Background: an optimization exercise with open tools, aiming at small area, a short achievable clock period and few clock cycles per item. Do not read the settings as production practice. The RTL was checked by simulation tests, not by an equivalence proof against the original design. The clock port is modelled as an ideal driver; clocking choices that lean on that would not hold on a real chip. Power and IR drop assume default switching activity.

==> flow/design.v (excerpt) <==
module simple_dma
(
  input  wire logic      Bus2IP_Clk,
  input  wire logic      rst,
  input  mst_pkg::mst_data_t      bus2ip_data,
  input  dma_pkg::dma_ce_t        bus2ip_wrce,
  input  dma_pkg::dma_ce_t        bus2ip_rdce,
  output mst_pkg::mst_data_t      ip2bus_data,
  output logic           ip2bus_wrack,
  output logic           ip2bus_rdack,
  input  wire logic      bus2ip_mst_cmdack,
  input  wire logic      bus2ip_mst_cmplt,
  input  mst_pkg::mst_data_t      bus2ip_mstrd_d,
  input  wire logic      bus2ip_mstrd_src_rdy_n,
  input  wire logic      bus2ip_mstwr_dst_rdy_n,
  output logic           ip2bus_mstrd_req,
  output logic           ip2bus_mstwr_req,
  output dma_pkg::dma_addr_t      ip2bus_mst_addr,
  output mst_pkg::mst_data_t      ip2bus_mstwr_d
);
  dma_pkg::dma_cfg_t cfg;
  logic     key;
  logic     busy_q;
  logic     status_q;
  logic     rdreq_q;
  logic     wrreq_q;
  dma_pkg::dma_addr_t addr_q;
  dma_pkg::dma_addr_t next_q;
  ...
==> flow/config.mk <==
export PLATFORM = sky130hd
export DESIGN_NAME = simple_dma
export DESIGN_NICKNAME = simple_dma
export VERILOG_FILES = /design/flow/design.v
export SDC_FILE = /design/flow/constraint.sdc
export NUM_CORES = 4
export LEC_CHECK = 0
export ABC_CLOCK_PERIOD_IN_PS = 2000
export CAP_MARGIN = 20
export CORE_MARGIN = 2
export CORE_UTILIZATION = 72
export CTS_CLUSTER_DIAMETER = 70
export CTS_CLUSTER_SIZE = 25
export PLACE_DENSITY = 0.8
export SETUP_SLACK_MARGIN = 2.45
export SLEW_MARGIN = 20
==> flow/constraint.sdc <==
create_clock -name core_clock -period 5.0 [get_ports {Bus2IP_Clk}]
set_input_delay 1.0000 -clock core_clock [delete_from_list [all_inputs] [get_ports {Bus2IP_Clk}]]
set_output_delay 1.0000 -clock core_clock [all_outputs]
set_load 0.01 [all_outputs]
standard.sh (not shown) runs the stock make flow with config.mk's settings and CLKGATE_MAP_FILE= SYNTH_SCRIPT=/design/flow/synth_recipe.tcl, a recipe that flattens the netlist after the stock synthesis.
==> flow/flow/run.sh <==
#!/bin/bash
# The standard flow (standard.sh) with these changes:
#  - synthesis maps combinational logic with flow/abc_map.script (see flow/synth.tcl);
#  - the port buffers are sky130_fd_sc_hd__buf_1 cells (the standard flow picks delay cells);
#  - a few slow combinational cells are added to the platform's don't-use list,
#    for synthesis and layout alike.
# Registers are mapped exactly as in the standard synthesis.
set -euo pipefail
W=$(pwd)
export BUFFER_PORTS_ARGS="-buffer_cell sky130_fd_sc_hd__buf_1"
export MY_ABC_SCRIPT=$W/flow/abc_map.script
export FLOW_SYNTH_TCL=$W/synth_recipe.tcl
# optional ORFS step hooks: flow/pre_resize.tcl and flow/pre_cts.tcl
if [[ -f $W/flow/pre_resize.tcl ]]; then export PRE_RESIZE_TCL=$W/flow/pre_resize.tcl; fi
if [[ -f $W/flow/pre_cts.tcl ]]; then export PRE_CTS_TCL=$W/flow/pre_cts.tcl; fi
DU="sky130_fd_sc_hd__probe_p_8 sky130_fd_sc_hd__probec_p_8 sky130_fd_sc_hd__lpflow_bleeder_1 sky130_fd_sc_hd__lpflow_clkbufkapwr_1 sky130_fd_sc_hd__lpflow_clkbufkapwr_16 sky130_fd_sc_hd__lpflow_clkbufkapwr_2 sky130_fd_sc_hd__lpflow_clkbufkapwr_4 sky130_fd_sc_hd__lpflow_clkbufkapwr_8 sky130_fd_sc_hd__lpflow_clkinvkapwr_1 sky130_fd_sc_hd__lpflow_clkinvkapwr_16 sky130_fd_sc_hd__lpflow_clkinvkapwr_2 sky130_fd_sc_hd__lpflow_clkinvkapwr_4 sky130_fd_sc_hd__lpflow_clkinvkapwr_8 sky130_fd_sc_hd__lpflow_decapkapwr_12 sky130_fd_sc_hd__lpflow_decapkapwr_3 sky130_fd_sc_hd__lpflow_decapkapwr_4 sky130_fd_sc_hd__lpflow_decapkapwr_6 sky130_fd_sc_hd__lpflow_decapkapwr_8 sky130_fd_sc_hd__lpflow_inputiso0n_1 sky130_fd_sc_hd__lpflow_inputiso0p_1 sky130_fd_sc_hd__lpflow_inputiso1n_1 sky130_fd_sc_hd__lpflow_inputiso1p_1 sky130_fd_sc_hd__lpflow_inputisolatch_1 sky130_fd_sc_hd__lpflow_isobufsrc_1 sky130_fd_sc_hd__lpflow_isobufsrc_16 sky130_fd_sc_hd__lpflow_isobufsrc_2 sky130_fd_sc_hd__lpflow_isobufsrc_4 sky130_fd_sc_hd__lpflow_isobufsrc_8 sky130_fd_sc_hd__lpflow_isobufsrckapwr_16 sky130_fd_sc_hd__lpflow_lsbuf_lh_hl_isowell_tap_1 sky130_fd_sc_hd__lpflow_lsbuf_lh_hl_isowell_tap_2 sky130_fd_sc_hd__lpflow_lsbuf_lh_hl_isowell_tap_4 sky130_fd_sc_hd__lpflow_lsbuf_lh_isowell_4 sky130_fd_sc_hd__lpflow_lsbuf_lh_isowell_tap_1 sky130_fd_sc_hd__lpflow_lsbuf_lh_isowell_tap_2 sky130_fd_sc_hd__lpflow_lsbuf_lh_isowell_tap_4 sky130_fd_sc_hd__a222oi_1 sky130_fd_sc_hd__or4_1 sky130_fd_sc_hd__or4_2 sky130_fd_sc_hd__or4_4 sky130_fd_sc_hd__nor4_1 sky130_fd_sc_hd__nor4_2 sky130_fd_sc_hd__nor4_4 sky130_fd_sc_hd__or4b_1 sky130_fd_sc_hd__or4b_2 sky130_fd_sc_hd__or4b_4 sky130_fd_sc_hd__or4bb_1 sky130_fd_sc_hd__or4bb_2 sky130_fd_sc_hd__or4bb_4 sky130_fd_sc_hd__nor4b_1 sky130_fd_sc_hd__nor4b_2 sky130_fd_sc_hd__nor4b_4 sky130_fd_sc_hd__nor4bb_1 sky130_fd_sc_hd__nor4bb_2 sky130_fd_sc_hd__nor4bb_4"
bash standard.sh "DONT_USE_CELLS=$DU" SYNTH_SCRIPT=$W/flow/synth.tcl synth > synth.log 2>&1
bash standard.sh "DONT_USE_CELLS=$DU" SYNTH_SCRIPT=$W/flow/synth.tcl  finish > layout.log 2>&1
Other scripts of this flow, unchanged in this note and not shown: flow/flow/abc_map.script, flow/flow/pre_cts.tcl, flow/flow/pre_resize.tcl, flow/flow/synth.tcl
Testbench counts at the start, summed over its fixed seeds: cycles 59,953, words 6,547.
Rerun with:
- SETUP_SLACK_MARGIN: 2.45 -> 2.3
What happened: Power is lower by 1.4%. Sequential power stays flat. Wire length is lower by 11%. Clock-buffer cell count stays the same. Clock power barely changes.

-- static timing again, ports no longer ideal --
How much do the figures lean on ideal ports? The routed layouts below were timed once more, with nothing changed but the port constraints. Step 1 (the two cells are an assumption about what drives the block):
set clk [get_ports {Bus2IP_Clk}]
set_driving_cell -lib_cell sky130_fd_sc_hd__clkbuf_16 $clk
set_driving_cell -lib_cell sky130_fd_sc_hd__buf_2 [delete_from_list [all_inputs] $clk]
Step 2, shift: input delay + t, output delay - t, t = (earliest + latest rising clock arrival at the registers) / 2. This alone moves slack from input paths to output paths. a / b / c = ideal / step 1 / step 2; a / b = the first two.
| run | t (ns) | setup slack, ns | clock arrival spread, ns | slew at the worst register clock pin (ns) | pins driven straight from the clock port |
|---|---|---|---|---|---|
| the first run | 0.502 | 2.395 / 2.166 / 2.089 | 0.013 / 0.013 | 0.10 / 0.10 | 1 |
| the second run | 0.500 | 2.328 / 2.260 / 1.938 | 0.016 / 0.016 | 0.10 / 0.10 | 1 |
After both steps every run listed still meets setup and hold. The setup slack of the second run, which loses most, moves by -0.068 ns with the drivers and by -0.390 ns with both steps.
